From an optimization exercise on the open Yosys and OpenROAD flow, aimed at small area, a short achievable clock period and few clock cycles per item; shortcuts taken in it are not production practice. Where RTL was checked, it was by simulation tests only, not by an equivalence proof against the original. Power is estimated from default activity; no workload was simulated.

Design ppm_pulse_train_decoder_top, start of the top module:
module ppm_pulse_train_decoder_top #(
   parameter int unsigned MAX_CHANNELS  = 8,
   parameter int unsigned CYCLES_PER_US = 80
) (
   input  logic                                 clock,
   input  logic                                 reset,
   input  logic                                 req_valid,
   output logic                                 req_ready,
   input  logic                                 req_edge_rising,
   input  logic [ppmd_pkg::TS_W-1:0]            req_timestamp,
   output logic                                 rsp_valid,
   input  logic                                 rsp_ready,
   output logic [ppmd_pkg::CHAN_W-1:0]          rsp_channel,
   output logic [ppmd_pkg::WIDTH_W-1:0]         rsp_width_us,
   output logic [ppmd_pkg::FRAME_W-1:0]         rsp_frame_number,
   output logic [ppmd_pkg::RESYNC_W-1:0]        rsp_resync_total,
   output logic                                 rsp_last,
   input  logic                                 csr_valid,
   output logic                                 csr_ready,
   input  logic [ppmd_pkg::CSR_INDEX_W-1:0]     csr_index,
   input  logic [ppmd_pkg::CSR_DATA_W-1:0]      csr_wdata
);
Size in the first run: roughly 2600 cells after synthesis, about 130 I/O pins, roughly 20000 um2 of cells after synthesis.
export LEC_CHECK = 0
export CAP_MARGIN = 20
export CORE_MARGIN = 2
export CORE_UTILIZATION = 40
export CTS_BUF_LIST = sky130_fd_sc_hd__clkbuf_8
export CTS_CLUSTER_DIAMETER = 60
export CTS_CLUSTER_SIZE = 16
export SETUP_SLACK_MARGIN = 4.0
export SLEW_MARGIN = 20
create_clock -name core_clock -period 8.0 [get_ports {clock}]
standard.sh (not shown) runs the stock make flow with config.mk's settings and CLKGATE_MAP_FILE= SYNTH_SCRIPT=/design/flow/synth_recipe.tcl, a recipe that flattens the netlist after the stock synthesis.
==> flow/flow/run.sh <==
#!/bin/bash
# The standard layout with two changes, both after the standard synthesis:
#  - the combinational cells of the standard synthesis's netlist are mapped
#    again by ABC with a delay-aware script (flow/remap.abc); the flip-flops,
#    their names and cells, are kept as they are (read as black boxes);
#  - plain buf_1 cells as the port buffers instead of delay buffers.
# Logs: make_synth.log and make.log (make), remap.log (yosys), and the ORFS
# step logs under orfs/logs/.
set -euo pipefail
export BUFFER_PORTS_ARGS="-buffer_cell sky130_fd_sc_hd__buf_1"
PLAT=$FLOW_HOME/platforms/sky130hd
LIB=$PLAT/lib/sky130_fd_sc_hd__tt_025C_1v80.lib
RES=orfs/results/sky130hd/ppm_pulse_train_decoder_top/base
LOGS=orfs/logs/sky130hd/ppm_pulse_train_decoder_top/base

bash standard.sh synth > make_synth.log 2>&1

python3 flow/split_lib.py "$LIB" comb.lib seq.lib
DONT_USE=$(grep -o -- "-dont_use [A-Za-z0-9_]*" $LOGS/1_2_yosys.log | sort -u | tr '\n' ' ')
cp $RES/1_2_yosys.v 1_2_yosys_standard.v
cat > remap.ys <<EOS
read_liberty -lib seq.lib
read_liberty -ignore_miss_func comb.lib
read_verilog -noblackbox 1_2_yosys_standard.v
hierarchy -top $FLOW_TOP
flatten
opt_clean
abc -liberty $LIB $DONT_USE -script flow/remap.abc
opt_clean -purge
hilomap -singleton -hicell sky130_fd_sc_hd__conb_1 HI -locell sky130_fd_sc_hd__conb_1 LO
splitnets
opt_clean -purge
insbuf -buf sky130_fd_sc_hd__buf_4 A X
rename -hide w:*.*
check
stat -liberty $LIB
write_verilog -noattr -noexpr -nohex -nodec $RES/1_2_yosys.v
EOS
yosys -s remap.ys > remap.log 2>&1
rm -f $RES/1_synth.odb $RES/1_synth.sdc

bash standard.sh > make.log 2>&1
==> flow/flow/remap.abc <==
strash; dch -f; map -D 2800; topo; buffer; upsize; dnsize
==> flow/flow/split_lib.py <==
#!/usr/bin/env python3
"""Splits a Liberty file in two: the cells without state (comb) and those with
a ff, latch or statetable group (seq)."""
import re
import sys

src, comb_out, seq_out = sys.argv[1:4]
lib = open(src).read()
start = lib.index("cell (")
head = lib[:start]
comb, seq = [], []
i = start
while True:
    j = lib.find("cell (", i)
    if j < 0:
        break
    k = lib.index("{", j)
    depth, p = 1, k + 1
    while depth:
        c = lib[p]
        if c == "{":
            depth += 1
        elif c == "}":
            depth -= 1
        p += 1
    cell = lib[j:p]
    (seq if re.search(r"\n\s*(ff|latch|statetable)\s*\(", cell) else comb).append(cell)
    i = p
open(comb_out, "w").write(head + "\n".join(comb) + "\n}\n")
open(seq_out, "w").write(head + "\n".join(seq) + "\n}\n")
Rerun with:
--- a/flow/design.v
+++ b/flow/design.v
@@ -102,16 +102,17 @@
    logic                emit_ff, last_ff;
    logic [2:0]          eidx_ff;
    logic [7:0]          eoh_ff;          
    logic                ready_ff;
    assign n_chan    = (count_ff > 4'd8) ? 4'd8 : count_ff;
    assign csr_ready = 1'b1;
    assign req_ready = ready_ff;
    logic            cr, cf, sn, ln;
+   logic [TS_W:0]   d0;
    function automatic logic wrap_neg(input logic [TS_W-1:0] t, input logic [TS_W-1:0] p,
                                      input logic [TS_W-1:0] ref_t);
       logic [TS_W+1:0] a, b, c, s, cy;
       logic [TS_W+2:0] v;
       a  = {2'b0, t};
       b  = {2'b0, p};
       c  = ~{2'b0, ref_t};
       s  = a ^ b ^ c;
@@ -119,35 +120,29 @@
       v  = {s, 1'b1} + {cy, 1'b1};
       wrap_neg = v[TS_W+2];
    endfunction
    always_comb begin
       cr = (req_timestamp < rise_ff);
       cf = (req_timestamp < fall_ff);
       sn = wrap_neg(req_timestamp, period_ff, rise_ff);
       ln = wrap_neg(req_timestamp, period_ff, fall_ff);
+      d0 = {1'b0, fall_ff} - {1'b0, rise_ff};
    end
    logic            cr1_ff, cf1_ff, sn1_ff, ln1_ff;
-   logic [TS_W-1:0] r1_ff;
-   logic [TS_W:0]   off, diff, da, db, ds, dc;
-   logic [TS_W+1:0] dv;
+   logic [TS_W:0]   d01_ff;
+   logic [TS_W:0]   off, diff;
    logic            sub;
    logic            slip1_in, sat_in;
    always_comb begin
       sub = !cr1_ff && cf1_ff;
       if (cr1_ff && !cf1_ff) off = {1'b0, period_ff};
       else if (sub)          off = ~{1'b0, period_ff};
       else                   off = '0;
-      da   = {1'b0, fall_ff};
-      db   = ~{1'b0, r1_ff};
-      ds   = da ^ db ^ off;
-      dc   = {(da[TS_W-1:0] & db[TS_W-1:0]) | (da[TS_W-1:0] & off[TS_W-1:0]) |
-              (db[TS_W-1:0] & off[TS_W-1:0]), sub};
-      dv   = {ds, 1'b1} + {dc, 1'b1};
-      diff = dv[TS_W+1:1];
+      diff = d01_ff + off + {{TS_W{1'b0}}, sub};
       sat_in   = sn1_ff && !ln1_ff;
       slip1_in = (!sn1_ff && ln1_ff) || (!(sn1_ff ^ ln1_ff) && diff[TS_W]);
    end
    logic [15:0] dq;
    logic        dbig;
    logic [15:0] w;
    logic        above;
    logic [3:0]  widx, nidx;
@@ -271,17 +266,17 @@
          fall_ff <= req_timestamp;
       end
       if (accept && req_edge_rising) begin
          rise_ff <= req_timestamp;
          cr1_ff  <= cr;
          cf1_ff  <= cf;
          sn1_ff  <= sn;
          ln1_ff  <= ln;
-         r1_ff   <= rise_ff;
+         d01_ff  <= d0;
       end
       if (v1_ff && !hold) begin
          x_ff     <= diff[23:4];
          slip1_ff <= slip1_in;
          sat_ff   <= sat_in;
       end
       if (store_we && !clash) begin
          store_ff[widx[2:0]] <= w;
=>
- via count went down by 0.75%
- register-to-register slack gets better by 0.11 ns
- non-clock buffer count is lower by 20
- power rises by about 1.9%
- worst setup slack gains 0.031 ns
- routed wire length shrinks by 2.9%
- final cell count shrinks by about 1%
- global-route usage falls by 0.22 points
- sequential share of layout area is higher by 0.72 points
Testbench counts after the change, summed over its fixed seeds: cycles 5,896, items 2,560.
For the first run of this note, only the layout was checked, not whether the RTL still works.

* * *

## S
Another version of the RTL of ppm_pulse_train_decoder_top (not shown whole).
For scale: ~0.021 sq mm of cells after synthesis.
==> module ppmd_div, before the edit <==
module ppmd_div (
   input  logic [19:0] x,
   output logic [15:0] q,
   output logic        big
);
   function automatic logic [4:0] res5(input logic [3:0] d);
      res5[0] = d == 4'd0 || d == 4'd5 || d == 4'd10 || d == 4'd15;
      res5[1] = d == 4'd1 || d == 4'd6 || d == 4'd11;
      res5[2] = d == 4'd2 || d == 4'd7 || d == 4'd12;
      res5[3] = d == 4'd3 || d == 4'd8 || d == 4'd13;
      res5[4] = d == 4'd4 || d == 4'd9 || d == 4'd14;
   endfunction
   function automatic logic [4:0] add5(input logic [4:0] a, input logic [4:0] b);
      add5[0] = (a[0] && b[0]) || (a[1] && b[4]) || (a[2] && b[3]) || (a[3] && b[2]) || (a[4] && b[1]);
      add5[1] = (a[0] && b[1]) || (a[1] && b[0]) || (a[2] && b[4]) || (a[3] && b[3]) || (a[4] && b[2]);
      add5[2] = (a[0] && b[2]) || (a[1] && b[1]) || (a[2] && b[0]) || (a[3] && b[4]) || (a[4] && b[3]);
      add5[3] = (a[0] && b[3]) || (a[1] && b[2]) || (a[2] && b[1]) || (a[3] && b[0]) || (a[4] && b[4]);
      add5[4] = (a[0] && b[4]) || (a[1] && b[3]) || (a[2] && b[2]) || (a[3] && b[1]) || (a[4] && b[0]);
   endfunction
   function automatic logic [3:0] qdig(input logic [4:0] r, input logic [3:0] d);
      logic [3:0] c0, c1, c2, c3, c4;
      c0[0] = d == 4'd5 || d == 4'd6 || d == 4'd7 || d == 4'd8 || d == 4'd9 || d == 4'd15;
      c0[1] = d == 4'd10 || d == 4'd11 || d == 4'd12 || d == 4'd13 || d == 4'd14 || d == 4'd15;
      c0[2] = 1'b0;
      c0[3] = 1'b0;
      c1[0] = d == 4'd0 || d == 4'd1 || d == 4'd2 || d == 4'd3 || d == 4'd9 || d == 4'd10 || d == 4'd11 || d == 4'd12 || d == 4'd13;
      c1[1] = d == 4'd0 || d == 4'd1 || d == 4'd2 || d == 4'd3 || d == 4'd14 || d == 4'd15;
      c1[2] = d == 4'd4 || d == 4'd5 || d == 4'd6 || d == 4'd7 || d == 4'd8 || d == 4'd9 || d == 4'd10 || d == 4'd11 || d == 4'd12 || d == 4'd13 || d == 4'd14 || d == 4'd15;
      c1[3] = 1'b0;
      c2[0] = d == 4'd3 || d == 4'd4 || d == 4'd5 || d == 4'd6 || d == 4'd7 || d == 4'd13 || d == 4'd14 || d == 4'd15;
      c2[1] = d == 4'd0 || d == 4'd1 || d == 4'd2 || d == 4'd3 || d == 4'd4 || d == 4'd5 || d == 4'd6 || d == 4'd7;
      c2[2] = d == 4'd0 || d == 4'd1 || d == 4'd2 || d == 4'd3 || d == 4'd4 || d == 4'd5 || d == 4'd6 || d == 4'd7;
      c2[3] = d == 4'd8 || d == 4'd9 || d == 4'd10 || d == 4'd11 || d == 4'd12 || d == 4'd13 || d == 4'd14 || d == 4'd15;
      c3[0] = d == 4'd0 || d == 4'd1 || d == 4'd7 || d == 4'd8 || d == 4'd9 || d == 4'd10 || d == 4'd11;
      c3[1] = d == 4'd2 || d == 4'd3 || d == 4'd4 || d == 4'd5 || d == 4'd6 || d == 4'd7 || d == 4'd8 || d == 4'd9 || d == 4'd10 || d == 4'd11;
      c3[2] = d == 4'd12 || d == 4'd13 || d == 4'd14 || d == 4'd15;
      c3[3] = d == 4'd0 || d == 4'd1 || d == 4'd2 || d == 4'd3 || d == 4'd4 || d == 4'd5 || d == 4'd6 || d == 4'd7 || d == 4'd8 || d == 4'd9 || d == 4'd10 || d == 4'd11 || d == 4'd12 || d == 4'd13 || d == 4'd14 || d == 4'd15;
      c4[0] = d == 4'd1 || d == 4'd2 || d == 4'd3 || d == 4'd4 || d == 4'd5 || d == 4'd11 || d == 4'd12 || d == 4'd13 || d == 4'd14 || d == 4'd15;
      c4[1] = d == 4'd6 || d == 4'd7 || d == 4'd8 || d == 4'd9 || d == 4'd10 || d == 4'd11 || d == 4'd12 || d == 4'd13 || d == 4'd14 || d == 4'd15;
      c4[2] = d == 4'd0 || d == 4'd1 || d == 4'd2 || d == 4'd3 || d == 4'd4 || d == 4'd5 || d == 4'd6 || d == 4'd7 || d == 4'd8 || d == 4'd9 || d == 4'd10 || d == 4'd11 || d == 4'd12 || d == 4'd13 || d == 4'd14 || d == 4'd15;
      c4[3] = d == 4'd0 || d == 4'd1 || d == 4'd2 || d == 4'd3 || d == 4'd4 || d == 4'd5 || d == 4'd6 || d == 4'd7 || d == 4'd8 || d == 4'd9 || d == 4'd10 || d == 4'd11 || d == 4'd12 || d == 4'd13 || d == 4'd14 || d == 4'd15;
      qdig = ({4{r[0]}} & c0) | ({4{r[1]}} & c1) | ({4{r[2]}} & c2) |
             ({4{r[3]}} & c3) | ({4{r[4]}} & c4);
   endfunction
   logic [4:0] r4, r3, r2, r1, m21;
   always_comb begin
      big = (x[19:16] >= 4'd5);
      for (int k = 0; k < 5; k++) begin
         r4[k] = (x[19:16] == 4'(k));
      end
      r3  = add5(r4, res5(x[15:12]));
      m21 = add5(res5(x[11:8]), res5(x[7:4]));
      r2  = add5(r3, res5(x[11:8]));
      r1  = add5(r3, m21);
      q   = {qdig(r4, x[15:12]), qdig(r3, x[11:8]), qdig(r2, x[7:4]), qdig(r1, x[3:0])};
   end
endmodule
Settings: LEC_CHECK=0, CAP_MARGIN=20, CORE_MARGIN=2, CORE_UTILIZATION=40, CTS_BUF_LIST=sky130_fd_sc_hd__clkbuf_8, CTS_CLUSTER_DIAMETER=60, CTS_CLUSTER_SIZE=16, SETUP_SLACK_MARGIN=4.0, SLEW_MARGIN=20; clock period 8.0 ns.
==> flow/flow/run.sh <==
#!/bin/bash
# The standard layout with two changes, both after the standard synthesis:
#  - the combinational cells of the standard synthesis's netlist are mapped
#    again by ABC with a delay-aware script (flow/remap.abc); the flip-flops,
#    their names and cells, are kept as they are (read as black boxes);
#  - plain buf_2 cells as the port buffers instead of delay buffers.
# Logs: make_synth.log and make.log (make), remap.log (yosys), and the ORFS
# step logs under orfs/logs/.
set -euo pipefail
export BUFFER_PORTS_ARGS="-buffer_cell sky130_fd_sc_hd__buf_2"
PLAT=$FLOW_HOME/platforms/sky130hd
LIB=$PLAT/lib/sky130_fd_sc_hd__tt_025C_1v80.lib
RES=orfs/results/sky130hd/ppm_pulse_train_decoder_top/base
LOGS=orfs/logs/sky130hd/ppm_pulse_train_decoder_top/base

bash standard.sh synth > make_synth.log 2>&1

python3 flow/split_lib.py "$LIB" comb.lib seq.lib
DONT_USE=$(grep -o -- "-dont_use [A-Za-z0-9_]*" $LOGS/1_2_yosys.log | sort -u | tr '\n' ' ')
cp $RES/1_2_yosys.v 1_2_yosys_standard.v
cat > remap.ys <<EOS
read_liberty -lib seq.lib
read_liberty -ignore_miss_func comb.lib
read_verilog -noblackbox 1_2_yosys_standard.v
hierarchy -top $FLOW_TOP
flatten
opt_clean
abc -liberty $LIB $DONT_USE -script flow/remap.abc
opt_clean -purge
hilomap -singleton -hicell sky130_fd_sc_hd__conb_1 HI -locell sky130_fd_sc_hd__conb_1 LO
splitnets
opt_clean -purge
insbuf -buf sky130_fd_sc_hd__buf_4 A X
rename -hide w:*.*
check
stat -liberty $LIB
write_verilog -noattr -noexpr -nohex -nodec $RES/1_2_yosys.v
EOS
yosys -s remap.ys > remap.log 2>&1
rm -f $RES/1_synth.odb $RES/1_synth.sdc

bash standard.sh > make.log 2>&1
Scripts as last shown in full above: flow/flow/remap.abc, flow/flow/split_lib.py
Testbench counts of S, summed over its fixed seeds: cycles 5,896, items 2,560.
Input changes introduced in Q (baseline for comparison: S):
==> flow/design.v, changed modules only <==
module ppmd_div (
   input  logic [19:0] x,
   output logic [15:0] q,
   output logic        big
);
   function automatic logic [4:0] res5(input logic [3:0] d);
      res5[0] = d == 4'd0 || d == 4'd5 || d == 4'd10 || d == 4'd15;
      res5[1] = d == 4'd1 || d == 4'd6 || d == 4'd11;
      res5[2] = d == 4'd2 || d == 4'd7 || d == 4'd12;
      res5[3] = d == 4'd3 || d == 4'd8 || d == 4'd13;
      res5[4] = d == 4'd4 || d == 4'd9 || d == 4'd14;
   endfunction
   function automatic logic [4:0] add5(input logic [4:0] a, input logic [4:0] b);
      add5[0] = (a[0] && b[0]) || (a[1] && b[4]) || (a[2] && b[3]) || (a[3] && b[2]) || (a[4] && b[1]);
      add5[1] = (a[0] && b[1]) || (a[1] && b[0]) || (a[2] && b[4]) || (a[3] && b[3]) || (a[4] && b[2]);
      add5[2] = (a[0] && b[2]) || (a[1] && b[1]) || (a[2] && b[0]) || (a[3] && b[4]) || (a[4] && b[3]);
      add5[3] = (a[0] && b[3]) || (a[1] && b[2]) || (a[2] && b[1]) || (a[3] && b[0]) || (a[4] && b[4]);
      add5[4] = (a[0] && b[4]) || (a[1] && b[3]) || (a[2] && b[2]) || (a[3] && b[1]) || (a[4] && b[0]);
   endfunction
   function automatic logic [3:0] qdig(input logic [4:0] r, input logic [3:0] d);
      logic [4:0] a, b;
      logic       cy;
      logic [1:0] dd;
      logic [3:0] r3;
      a  = r;
      b  = res5(d);
      cy = (a[1] && b[4]) || (a[2] && b[3]) || (a[2] && b[4]) || (a[3] && b[2]) || (a[3] && b[3]) || (a[3] && b[4]) || (a[4] && b[1]) || (a[4] && b[2]) || (a[4] && b[3]) || (a[4] && b[4]);
      dd = (d >= 4'd15) ? 2'd3 : (d >= 4'd10) ? 2'd2 : (d >= 4'd5) ? 2'd1 : 2'd0;
      r3 = {r[3] || r[4], r[2] || r[4], r[1] || r[2], r[1] || r[3]};
      qdig = r3 + {2'b0, dd} + {3'b0, cy};
   endfunction
   logic [4:0] r4, r3, r2, r1, m21;
   always_comb begin
      big = (x[19:16] >= 4'd5);
      for (int k = 0; k < 5; k++) begin
         r4[k] = (x[19:16] == 4'(k));
      end
      r3  = add5(r4, res5(x[15:12]));
      m21 = add5(res5(x[11:8]), res5(x[7:4]));
      r2  = add5(r3, res5(x[11:8]));
      r1  = add5(r3, m21);
      q   = {qdig(r4, x[15:12]), qdig(r3, x[11:8]), qdig(r2, x[7:4]), qdig(r1, x[3:0])};
   end
endmodule
Findings:
- S was smaller in final cell area than Q.
- Between Q and S, the per-cell via count in the routed design is higher for S.
- Power dissipated in combinational cells was lower in S than in Q.
- NOTE: worst setup slack in Q falls short of that of S
- Summary of Q over S: minimum clock period after layout +140 ps, multi-input combinational cell count -56.
- When Q is set beside S, its multi-input logic area turns out to be 2.2% smaller.
- Q against S: via count lower, growth of design area from synthesis to finish higher, share of power burned in combinational logic roughly the same, synthesized cell count lower, power in sequential cells roughly the same.
- Against S, Q comes in 0.59 points higher on non-clock buffering overhead in the final layout.
No functional check of the RTL was part of Q.

afterwards: timing with drivers on the ports:
The results above use ideal ports. As a check the final layouts listed here were re-extracted and re-timed, cells and wires unchanged. Step 1 sets driving cells, clkbuf_16 on the clock port and buf_2 on the other inputs (assumed; they add their load-dependent delay and slew). Step 2, shift: input delay + t, output delay - t, t = (earliest + latest rising clock arrival at the registers) / 2. This alone moves slack from input paths to output paths. a / b / c = no drivers / after step 1 / after step 2; a / b = the first two.
run | t (ns) | slack for setup (ns) | clock arrival spread, ns | cell pins on the clock port's net
the first run of note 1 | 0.672 | 4.176 / 4.123 / 3.747 | 0.052 / 0.051 | 1
the second run of note 1 | 0.658 | 4.207 / 4.191 / 3.583 | 0.028 / 0.028 | 1
S | 0.657 | 4.169 / 4.112 / 3.609 | 0.046 / 0.046 | 1
Q | 0.682 | 4.032 / 4.032 / 3.739 | 0.045 / 0.045 | 1
After both steps setup and hold are still met in every run listed. The setup slack of the second run of note 1, which loses most, moves by -0.016 ns with the drivers and by -0.624 ns with both steps.
